What follows belongs to an exercise in optimizing a design on an open flow for small area, a short achievable clock period and few clock cycles per item; a production flow would make more cautious choices. Where RTL was checked, it was by simulation tests only, not by an equivalence proof against the original. The flow treats the clock pin as an ideal source, which a real chip does not have. Power figures rest on the tool's default switching activity, not on a simulated workload.

==> onyx <==
## factorial_core
module factorial_core #(
    parameter int unsigned MAX_N = 20
) (
    input  logic             clk,
    input  logic             reset_n,
    input  logic             fifo_empty,
    input  logic [31:0]      fifo_dout,
    output logic             fifo_rd_en,
    output logic [63:0]      result,
    output logic             result_valid,
    input  logic             result_ready,
    output logic             overflow,
    output logic             busy
);
    logic        r_ok;
    logic        r_hs;
    logic        r_z;
    logic        w_pend;     
    logic        w_v0;       
    logic        w_v1;       
    logic [4:0]  r_c0;       
    logic [4:0]  r_c1;       
    logic [4:0]  w_code;
    logic        w_hs;
    logic        w_rd;
    logic [63:0] w_fact;
    assign w_code = {fifo_dout[4:3] | {2{|fifo_dout[31:5]}}, fifo_dout[2:0]};
    assign w_pend = r_hs && !r_z;
    assign w_v0   = r_ok ? r_z : r_hs;
    assign w_v1   = !r_ok && r_hs && r_z;
    assign w_hs   = w_v0 && result_ready;
    assign w_rd   = !fifo_empty && (r_ok || (r_hs && result_ready));
    logic w_l000;
    logic w_l001;
    logic w_l002;
    logic w_l003;
    logic w_l004;
    logic w_l005;
    logic w_l006;
    logic w_l007;
    logic w_l008;
    logic w_l009;
    logic w_l010;
    logic w_l011;
    logic w_l012;
    logic w_l013;
    logic w_l014;
    logic w_l015;
    logic w_l016;
    logic w_l017;
    logic w_l018;
    logic w_l019;
    logic w_l020;
    logic w_l021;
    logic w_l022;
    logic w_l023;
    logic w_l024;
    logic w_l025;
    logic w_l026;
    logic w_l027;
    logic w_l028;
    logic w_l029;
    logic w_l030;
    logic w_l031;
    logic w_l032;
    logic w_l033;
    logic w_l034;
    logic w_l035;
    logic w_l036;
    logic w_l037;
    logic w_l038;
  ...
clock: 10.0 ns
lec_check: 0
abc_area: 1
cap_margin: 20
core_area: 2 2 60 60
die_area: 0 0 62 62
slew_margin: 20
standard.sh (not shown) runs the stock make flow with config.mk's settings and CLKGATE_MAP_FILE= SYNTH_SCRIPT=/design/flow/synth_recipe.tcl, a recipe that flattens the netlist after the stock synthesis.
==> flow/flow/run.sh <==
#!/bin/bash
set -euo pipefail
here=$(pwd)
{
  cat <<'EOT'
proc use_flow_abc_script {name1 name2 op} {
  upvar #0 abc_args a
  set i [lsearch -exact $a -script]
  if {$i >= 0 && [lindex $a [expr {$i + 1}]] ne $::env(FLOW_ABC_SCRIPT)} {
    lset a [expr {$i + 1}] $::env(FLOW_ABC_SCRIPT)
  }
}
trace add variable ::abc_args write use_flow_abc_script
# no half/full adder cells: they would only come from XORs in the table
set ::env(ADDER_MAP_FILE) ""
EOT
  cat synth_recipe.tcl
} > flow_synth.tcl
export FLOW_ABC_SCRIPT="$here/flow/area.abc"
sed "s#SYNTH_SCRIPT=[^ ]*#SYNTH_SCRIPT=$here/flow_synth.tcl#" standard.sh > flow_standard.sh
export BUFFER_PORTS_ARGS="-buffer_cell sky130_fd_sc_hd__buf_1"
export SETUP_SLACK_MARGIN=5.3
export SKIP_REPAIR_TIE_FANOUT=1
export PRE_CTS_TCL="$here/flow/upsize_rd.tcl"
for step in synth floorplan place cts route finish; do
  bash flow_standard.sh "$step" > "log_$step.txt" 2>&1
done
==> flow/flow/area.abc <==
strash; dch -f; map -a; mfs2; strash; dch -f; map -a; topo; stime -c; buffer -c; dnsize -c
==> flow/flow/upsize_rd.tcl <==
# Sourced before CTS: give the cells of fifo_rd_en's short path (the output
# buffer, the gates before it and the input buffers of fifo_empty and
# result_ready) the next drive strength. Flip-flops are left as they are.
proc rd_next_size {ref} {
  if {![regexp {^(sky130_fd_sc_hd__\w+)_(\d+)$} $ref -> base n]} { return "" }
  foreach m {2 4} {
    if {$m > $n && [llength [get_lib_cells -quiet */${base}_$m]] > 0} { return ${base}_$m }
  }
  return ""
}
proc rd_drivers {inst} {
  set out {}
  foreach pin [get_pins -of_objects $inst -filter "direction==input"] {
    set net [get_nets -quiet -of_objects $pin]
    if {$net eq ""} { continue }
    foreach drv [get_pins -quiet -of_objects $net -filter "direction==output"] {
      lappend out [get_cells -of_objects $drv]
    }
  }
  return $out
}
set level {}
foreach drv [get_pins -of_objects [get_nets fifo_rd_en] -filter "direction==output"] {
  lappend level [get_cells -of_objects $drv]
}
set seen {}
for {set depth 0} {$depth < 4 && [llength $level] > 0} {incr depth} {
  set next {}
  foreach inst $level {
    set name [get_full_name $inst]
    if {[lsearch -exact $seen $name] >= 0} { continue }
    lappend seen $name
    set ref [get_property $inst ref_name]
    if {[string match "*df*" $ref]} { continue }
    set new [rd_next_size $ref]
    if {$new ne ""} {
      puts "upsize_rd: $name $ref -> $new"
      replace_cell $inst [lindex [get_lib_cells */$new] 0]
    }
    lappend next {*}[rd_drivers $inst]
  }
  set level $next
}
estimate_parasitics -placement
repair_timing -setup -setup_margin 5.55 -sequence "sizeup,swap" -skip_buffering -skip_pin_swap
==> inputs of willow, as changes to onyx <==
--- a/flow/flow/run.sh
+++ b/flow/flow/run.sh
@@ -21,7 +21,12 @@
 export BUFFER_PORTS_ARGS="-buffer_cell sky130_fd_sc_hd__buf_1"
 export SETUP_SLACK_MARGIN=5.3
 export SKIP_REPAIR_TIE_FANOUT=1
-export PRE_CTS_TCL="$here/flow/upsize_rd.tcl"
-for step in synth floorplan place cts route finish; do
+for step in synth floorplan place; do
   bash flow_standard.sh "$step" > "log_$step.txt" 2>&1
 done
+# after placement, aim the repair a little further: by then only the read
+# enable's short path is left below the margin
+export SETUP_SLACK_MARGIN=5.6
+for step in cts route finish; do
+  bash flow_standard.sh "$step" > "log_$step.txt" 2>&1
+done
removed: flow/flow/upsize_rd.tcl
==> inputs of amber, as changes to onyx <==
==> flow/flow/run.sh (replaced) <==
#!/bin/bash
set -euo pipefail
export BUFFER_PORTS_ARGS="-buffer_cell sky130_fd_sc_hd__buf_1"
export SETUP_SLACK_MARGIN=5.45
export SKIP_REPAIR_TIE_FANOUT=1
for step in synth floorplan place cts route finish; do
  bash standard.sh "$step" > "log_$step.txt" 2>&1
done
- ABC_AREA: 1 -> unset
- CORE_AREA: 2 2 60 60 -> unset
- CORE_MARGIN: unset -> 2
- CORE_UTILIZATION: unset -> 40
- DIE_AREA: 0 0 62 62 -> unset
removed: flow/flow/area.abc
removed: flow/flow/upsize_rd.tcl
==> inputs of tundra, as changes to onyx <==
--- a/flow/flow/run.sh
+++ b/flow/flow/run.sh
@@ -21,7 +21,6 @@
 export BUFFER_PORTS_ARGS="-buffer_cell sky130_fd_sc_hd__buf_1"
 export SETUP_SLACK_MARGIN=5.3
 export SKIP_REPAIR_TIE_FANOUT=1
-export PRE_CTS_TCL="$here/flow/upsize_rd.tcl"
 for step in synth floorplan place cts route finish; do
   bash flow_standard.sh "$step" > "log_$step.txt" 2>&1
 done
removed: flow/flow/upsize_rd.tcl
==> comparison <==
- Via count: onyx is smaller than willow (about 7%).
- Sequential cell count is the same in willow and tundra.
- Between willow and tundra, the lower first-iteration DRC count is in tundra (gap about 40%, measured against tundra).
- Hold slack: amber > willow > onyx > tundra.
- In amber the synthesized cell count is lower than in willow, by about 6.5%.
- Of tundra and willow, willow has the higher final area (gap about 16%, measured against willow).
- Utilization: tundra < onyx < amber < willow.
- Against willow, the sequential power of tundra is lower by about 1%.
- In tundra the area after synthesis is lower than in amber, by about 15%.
==> figures <==
quantity	willow	tundra	onyx	amber
Later-pin clock latency in the skew report	270 ps	260 ps	270 ps	280 ps
Synthesized-area fraction occupied by xor and xnor cells	0.007675	0.007675	0.007675	0.006512
Met3 Use GR	0.01863	0.01656	0.01449	0.02070
Area share of buffers outside the clock network	0.3457	0.2542	0.2540	0.2347
Crit share post-route	0.4441	0.4543	0.4454	0.4463
Footprint of the multi-input gates	553.0 um2	505.5 um2	511.7 um2	785.8 um2
Share of cell area taken by flip-flops and latches	0.2138	0.2542	0.2523	0.2208
Final Power	0.2201 mW	0.1799 mW	0.1811 mW	0.2002 mW
Area of the mapped netlist	0.001141 mm2	0.001141 mm2	0.001141 mm2	0.001345 mm2
Simple-Gate Fraction of Synth Area	0.3410	0.3410	0.3410	0.2791
Data arrival time of the worst path	2440 ps	2540 ps	2450 ps	2460 ps
Final cell utilization of the core	0.5345	0.4495	0.4530	0.5177
Routed length per instance	10.59 um	9.937 um	10.03 um	11.14 um
P_comb	0.114 mW	0.0747 mW	0.0752 mW	0.0871 mW
Result of the run	complete, no violations	complete, no violations	complete, no violations	complete, no violations
Worst hold slack	524.3 ps	523.7 ps	523.8 ps	553.5 ps
Clock power share	0.142	0.173	0.175	0.163
P_seq	0.0752 mW	0.0741 mW	0.0743 mW	0.0804 mW
Portion of the post-synthesis area used by sequential elements	0.3289	0.3289	0.3289	0.2791
Number of DRC markers in iteration 0	109	78	96	81
Testbench counts of onyx, summed over its fixed seeds: cycles 1,048, items 1,024.
Testbench counts of willow, summed over its fixed seeds: cycles 1,048, items 1,024.
Testbench counts of amber, summed over its fixed seeds: cycles 1,048, items 1,024.
Testbench counts of tundra, summed over its fixed seeds: cycles 1,048, items 1,024.

==> v15 <==
==> flow/design.v <==
module factorial_core #(
    parameter int unsigned MAX_N = 20
) (
    input  logic             clk,
    input  logic             reset_n,
    input  logic             fifo_empty,
    input  logic [31:0]      fifo_dout,
    output logic             fifo_rd_en,
    output logic [63:0]      result,
    output logic             result_valid,
    input  logic             result_ready,
    output logic             overflow,
    output logic             busy
);
    logic        r_ok;
    logic        r_hs;
    logic        r_z;
    logic        w_pend;     
    logic        w_v0;       
    logic        w_v1;       
    logic [4:0]  r_c0;       
    logic [4:0]  r_c1;       
    logic [4:0]  w_code;
    logic        w_hs;
    logic        w_rd;
    logic [63:0] w_fact;
    assign w_code = {fifo_dout[4:3] | {2{|fifo_dout[31:5]}}, fifo_dout[2:0]};
    assign w_pend = r_hs && !r_z;
    assign w_v0   = r_ok ? r_z : r_hs;
    assign w_v1   = !r_ok && r_hs && r_z;
    assign w_hs   = w_v0 && result_ready;
    assign w_rd   = !fifo_empty && (r_ok || (r_hs && result_ready));
    logic w_l000;
    logic w_l001;
    logic w_l002;
    logic w_l003;
    logic w_l004;
    logic w_l005;
    logic w_l006;
    logic w_l007;
    logic w_l008;
    logic w_l009;
    logic w_l010;
    logic w_l011;
    logic w_l012;
    logic w_l013;
    logic w_l014;
    logic w_l015;
    logic w_l016;
    logic w_l017;
    logic w_l018;
    logic w_l019;
    logic w_l020;
    logic w_l021;
    logic w_l022;
    logic w_l023;
    logic w_l024;
    logic w_l025;
    logic w_l026;
    logic w_l027;
    logic w_l028;
    logic w_l029;
    logic w_l030;
    logic w_l031;
    logic w_l032;
    logic w_l033;
    logic w_l034;
    logic w_l035;
    logic w_l036;
    logic w_l037;
    logic w_l038;
    logic w_l039;
    logic w_l040;
    logic w_l041;
    assign w_l014 = r_c0[4] & ~r_c0[3];
    assign w_l015 = w_l014 & ~r_c0[2];
    assign w_fact[39] = w_l015 & r_c0[1];
    assign w_fact[47] = w_fact[39] & ~r_c0[0];
    assign w_l016 = ~(r_c0[1] | r_c0[0]);
    assign w_l017 = w_l016 & w_l014;
    assign w_fact[54] = w_l017 & r_c0[2];
    assign w_l018 = r_c0[1] & r_c0[0];
    assign w_fact[53] = w_l018 & w_l015;
    assign w_fact[55] = w_fact[53] | w_fact[54];
    assign w_l019 = ~r_c0[4] & r_c0[3];
    assign w_l020 = w_l019 & r_c0[2];
    assign w_fact[13] = w_l020 & ~r_c0[0];
    assign w_l021 = ~(w_l018 | w_l016);
    assign w_l022 = w_l021 & w_l015;
    assign w_fact[27] = w_l022 | w_fact[13];
    assign w_l023 = w_fact[27] & ~r_c0[1];
    assign w_fact[23] = w_l023 | w_fact[55];
    assign w_l024 = ~(w_l021 | r_c0[2]);
    assign w_l025 = w_l021 & r_c0[2];
    assign w_l026 = ~(w_l025 | w_l024);
    assign w_l027 = w_l018 & ~r_c0[2];
    assign w_fact[11] = ~w_l027 & w_l019;
    assign w_l028 = ~(w_l019 | w_l015);
    assign w_l029 = ~w_l028 & r_c0[1];
    assign w_l030 = w_l015 & ~r_c0[1];
    assign w_l031 = ~(w_l030 | w_l017);
    assign w_l032 = w_l026 & w_l019;
    assign w_fact[18] = w_l032 | ~w_l031;
    assign w_l033 = w_fact[18] & ~r_c0[2];
    assign w_fact[16] = w_l033 | w_l029;
    assign w_l034 = ~w_fact[16] & w_fact[11];
    assign w_l035 = w_l019 & ~r_c0[2];
    assign w_l036 = w_l035 & r_c0[1];
    assign w_fact[10] = w_l036 | w_l034;
    assign w_l037 = w_fact[10] & r_c0[0];
    assign w_l038 = w_l020 & r_c0[0];
    assign w_fact[41] = w_l017 | w_l015;
    assign w_l039 = ~(w_fact[41] | w_l038);
    assign w_fact[25] = ~w_l039 | w_l037;
    assign w_fact[37] = w_fact[25] & w_l026;
    assign w_fact[46] = w_fact[37] & w_fact[23];
    assign w_fact[42] = w_fact[54] | w_fact[47];
    assign w_l040 = ~(w_l039 | w_fact[10]);
    assign w_l041 = ~(w_l040 | w_fact[27]);
    assign w_fact[26] = ~(w_l041 | w_fact[42]);
    assign w_l000 = w_fact[26] & r_c0[1];
    assign w_fact[36] = w_l000 | w_fact[46];
    assign w_fact[45] = w_fact[54] | w_fact[39];
    assign w_fact[17] = w_l029 & ~w_l027;
    assign w_fact[20] = w_fact[17] | w_l017;
    assign w_l001 = w_fact[20] & w_fact[27];
    assign w_fact[34] = w_l001 | ~w_l031;
    assign w_l002 = r_c0[1] & ~r_c0[0];
    assign w_fact[33] = ~w_l002 & w_l015;
    assign w_fact[32] = ~(w_l039 | w_l026);
    assign w_fact[31] = w_fact[46] | w_fact[47];
    assign w_fact[44] = w_l015 & ~r_c0[0];
    assign w_fact[29] = w_l038 | w_l030;
    assign w_fact[30] = w_fact[29] | w_l001;
    assign w_fact[24] = w_fact[29] & ~w_fact[27];
    assign w_l003 = ~w_l002 & w_l020;
    assign w_fact[28] = w_l003 | w_fact[24];
    assign w_l004 = w_fact[16] & ~w_fact[53];
    assign w_fact[22] = w_l004 & w_fact[25];
    assign w_fact[21] = w_fact[20] | w_l037;
    assign w_l005 = ~(w_fact[32] | w_fact[27]);
    assign w_fact[19] = ~(w_l005 | w_fact[44]);
    assign w_fact[15] = ~(w_l028 | r_c0[1]);
    assign w_l006 = w_l002 & w_l035;
    assign w_fact[14] = w_l006 | w_l003;
    assign w_l007 = ~(r_c0[4] | r_c0[3]);
    assign w_fact[4] = w_l007 & r_c0[2];
    assign w_l008 = w_fact[4] & r_c0[1];
    assign w_l009 = w_l035 & ~r_c0[1];
    assign w_fact[7] = w_l009 | w_l008;
    assign w_l010 = ~(w_fact[7] | w_l020);
    assign w_l011 = ~(w_l010 | w_l021);
    assign w_fact[12] = w_l011 | w_l036;
    assign w_fact[40] = w_l040 & ~w_fact[47];
    assign w_fact[9] = w_l008 | w_l006;
    assign w_l012 = w_fact[4] & w_l018;
    assign w_fact[8] = w_l012 | w_l035;
    assign w_fact[6] = w_l007 & w_l025;
    assign w_fact[5] = w_fact[4] & r_c0[0];
    assign w_fact[3] = w_fact[4] & ~r_c0[1];
    assign w_fact[2] = w_l007 & w_l027;
    assign w_l013 = w_l007 & ~r_c0[2];
    assign w_fact[1] = w_l013 & r_c0[1];
    assign w_fact[0] = w_l013 & ~r_c0[1];
    assign { w_fact[63:56], w_fact[52:48], w_fact[43], w_fact[38], w_fact[35] } = { 2'h0, w_fact[54], 4'h0, w_fact[55], w_fact[39], 1'h0, w_fact[47], w_fact[42], w_fact[46], w_fact[39], w_fact[31], w_fact[31] };
    assign fifo_rd_en   = w_rd;
    assign result       = w_fact;
    assign overflow     = r_c0 > 5'(MAX_N);
    assign result_valid = w_v0;
    assign busy         = w_v0 || w_pend;
    logic w_nv0;
    logic w_nv1;
    logic w_nok;
    always_comb begin
        if (w_v0) begin
            w_nv0 = !w_hs || w_v1 || w_pend;
            w_nv1 = !w_hs && (w_v1 || w_pend);
        end else begin
            w_nv0 = w_pend;
            w_nv1 = 1'b0;
        end
        w_nok = !w_nv1 && !(w_nv0 && w_rd);
    end
    always_ff @(posedge clk or negedge reset_n) begin
        if (!reset_n) begin
            r_ok <= 1'b0;
            r_hs <= 1'b0;
            r_z  <= 1'b0;
        end else begin
            r_ok <= w_nok;
            r_hs <= w_nok ? (w_rd && !w_nv0) : 1'b1;
            r_z  <= w_nok ? w_nv0 : w_nv1;
        end
    end
    always_ff @(posedge clk) begin
        if (w_hs || !w_v0) r_c0 <= w_v1 ? r_c1 : w_code;
        if (w_hs || !w_v1) r_c1 <= w_code;
    end
endmodule
==> flow/flow/run.sh <==
#!/bin/bash
set -euo pipefail
export BUFFER_PORTS_ARGS="-buffer_cell sky130_fd_sc_hd__buf_1"
export SETUP_SLACK_MARGIN=5.3
export SKIP_REPAIR_TIE_FANOUT=1
for step in synth floorplan place cts route finish; do
  bash standard.sh "$step" > "log_$step.txt" 2>&1
done
==> flow/standard.sh <==
#!/bin/bash
# synth_recipe.tcl (not shown) runs the flow's synth.tcl, then flattens the netlist and writes it again
# the make line also repeats each setting of config.mk as NAME=value (left out here)
make -C /OpenROAD-flow-scripts/flow DESIGN_CONFIG=/design/flow/config.mk WORK_HOME=/design/flow/orfs CLKGATE_MAP_FILE= SYNTH_SCRIPT=/design/flow/synth_recipe.tcl "${@:-finish}"
==> flow/config.mk <==
export PLATFORM = sky130hd
export DESIGN_NAME = factorial_core
export DESIGN_NICKNAME = factorial_core
export VERILOG_FILES = /design/flow/design.v
export SDC_FILE = /design/flow/constraint.sdc
export NUM_CORES = 4
export LEC_CHECK = 0
export ABC_AREA = 1
export CAP_MARGIN = 20
export CORE_MARGIN = 2
export CORE_UTILIZATION = 40
export SLEW_MARGIN = 20
==> flow/constraint.sdc <==
create_clock -name core_clock -period 10.0 [get_ports {clk}]
set_input_delay 2.0000 -clock core_clock [delete_from_list [all_inputs] [get_ports {clk}]]
set_output_delay 2.0000 -clock core_clock [all_outputs]
set_load 0.01 [all_outputs]
==> v16: changes against v15 <==
--- a/flow/design.v
+++ b/flow/design.v
@@ -14,8 +14,5 @@
 );
-    logic        r_ok;
-    logic        r_hs;
-    logic        r_z;
-    logic        w_pend;     
-    logic        w_v0;       
-    logic        w_v1;       
+    logic        r_pend;     
+    logic        r_v0;       
+    logic        r_v1;       
     logic [4:0]  r_c0;       
@@ -25,9 +22,10 @@
     logic        w_rd;
+    logic        w_rdok;
+    logic        w_rdhs;
     logic [63:0] w_fact;
     assign w_code = {fifo_dout[4:3] | {2{|fifo_dout[31:5]}}, fifo_dout[2:0]};
-    assign w_pend = r_hs && !r_z;
-    assign w_v0   = r_ok ? r_z : r_hs;
-    assign w_v1   = !r_ok && r_hs && r_z;
-    assign w_hs   = w_v0 && result_ready;
-    assign w_rd   = !fifo_empty && (r_ok || (r_hs && result_ready));
+    assign w_hs = r_v0 && result_ready;
+    assign w_rdok = !r_v1 && !(r_v0 && r_pend);
+    assign w_rdhs = r_v0 && (r_v1 || r_pend);
+    assign w_rd   = !fifo_empty && (w_rdok || (w_rdhs && result_ready));
     logic w_l000;
@@ -168,16 +166,14 @@
     assign overflow     = r_c0 > 5'(MAX_N);
-    assign result_valid = w_v0;
-    assign busy         = w_v0 || w_pend;
-    logic w_nv0;
-    logic w_nv1;
-    logic w_nok;
+    assign result_valid = r_v0;
+    assign busy         = r_v0 || r_pend;
+    logic w_v0;
+    logic w_v1;
     always_comb begin
-        if (w_v0) begin
-            w_nv0 = !w_hs || w_v1 || w_pend;
-            w_nv1 = !w_hs && (w_v1 || w_pend);
+        if (r_v0) begin
+            w_v0 = !w_hs || r_v1 || r_pend;
+            w_v1 = !w_hs && (r_v1 || r_pend);
         end else begin
-            w_nv0 = w_pend;
-            w_nv1 = 1'b0;
+            w_v0 = r_pend;
+            w_v1 = 1'b0;
         end
-        w_nok = !w_nv1 && !(w_nv0 && w_rd);
     end
@@ -185,9 +181,9 @@
         if (!reset_n) begin
-            r_ok <= 1'b0;
-            r_hs <= 1'b0;
-            r_z  <= 1'b0;
+            r_pend <= 1'b0;
+            r_v0   <= 1'b0;
+            r_v1   <= 1'b1;
         end else begin
-            r_ok <= w_nok;
-            r_hs <= w_nok ? (w_rd && !w_nv0) : 1'b1;
-            r_z  <= w_nok ? w_nv0 : w_nv1;
+            r_pend <= w_rd;
+            r_v0   <= w_v0;
+            r_v1   <= w_v1;
         end
@@ -195,4 +191,4 @@
     always_ff @(posedge clk) begin
-        if (w_hs || !w_v0) r_c0 <= w_v1 ? r_c1 : w_code;
-        if (w_hs || !w_v1) r_c1 <= w_code;
+        if (w_hs || !r_v0) r_c0 <= r_v1 ? r_c1 : w_code;
+        if (w_hs || !r_v1) r_c1 <= w_code;
     end
--- a/flow/flow/run.sh
+++ b/flow/flow/run.sh
@@ -3,3 +3,3 @@
 export BUFFER_PORTS_ARGS="-buffer_cell sky130_fd_sc_hd__buf_1"
-export SETUP_SLACK_MARGIN=5.3
+export SETUP_SLACK_MARGIN=5.6
 export SKIP_REPAIR_TIE_FANOUT=1
==> qor.csv <==
metric,value,unit
synth-simple-area-share,0.402,
period_share,0.454,
peakVddDrop,0.0725,mV
status,no timing/DRC/antenna violations,
initial_core_util,0.419,
netlist_top_cells_area,"edfxtp_1 23%, nand2_1 14%, buf_4 9.4%",
rsz0062_at_grt,no,
power.total,0.192,mW
pg_clk,0.0306,mW
final_cell_mix,"96 x buf_1, 47 x nand2_1, 23 x nor2_1",
pwr-share-clk,0.159,
final_cells,313,
synthTopCellsByCount,"47 x nand2_1, 23 x nor2_1, 22 x inv_1, 16 x buf_4, 10 x edfxtp_1",
multi_input_area,668,um2
layout_min_cycle_time,4.54,ns
areaGrowthSynthToFinish,26.6,%
drive_gt1_frac,0.130,
-- figures above: v15

==> qor.csv <==
metric,value,unit
pg_clk,0.0315,mW
initial_core_util,0.417,
drive_gt1_frac,0.207,
peakVddDrop,0.0909,mV
synthTopCellsByCount,"42 x nand2_1, 24 x nor2_1, 20 x inv_1, 16 x buf_4, 10 x edfxtp_1",
status,no timing/DRC/antenna violations,
areaGrowthSynthToFinish,35.2,%
rsz0062_at_grt,yes,
layout_min_cycle_time,4.61,ns
-- figures above: v16

Testbench counts of v15, summed over its fixed seeds: cycles 1,048, items 1,024.
Function not checked in v16: the RTL went through the layout flow alone.

==> port drivers added, routing unchanged <==
How much do the figures lean on ideal ports? The routed layouts below were timed once more, with nothing changed but the port constraints. Step 1 sets driving cells, clkbuf_16 on the clock port and buf_2 on the other inputs (assumed; they add their load-dependent delay and slew). Step 2 times the ports against the registers' clock, not the clock port: input delays grow and output delays shrink by t, the midpoint of the rising clock arrivals with the driver on. Slacks: ideal ports / drivers / drivers and shift; pairs: ideal ports / drivers.
run	t (ns)	setup WS [ns]	hold slack, ns
onyx	0.284	5.546 / 5.513 / 5.513	0.524 / 0.524 / 0.524
willow	0.281	5.559 / 5.521 / 5.335	0.524 / 0.524 / 0.524
amber	0.291	5.537 / 5.517 / 5.517	0.553 / 0.553 / 0.553
tundra	0.281	5.457 / 5.436 / 5.436	0.524 / 0.524 / 0.524
v15	0.278	5.458 / 5.435 / 5.435	0.516 / 0.516 / 0.516
v16	0.285	5.388 / 5.356 / 5.356	0.518 / 0.518 / 0.518
After both steps every run listed still meets setup and hold. For willow, which loses most, drivers alone change the setup slack by -0.038 ns; drivers and shift together by -0.224 ns.
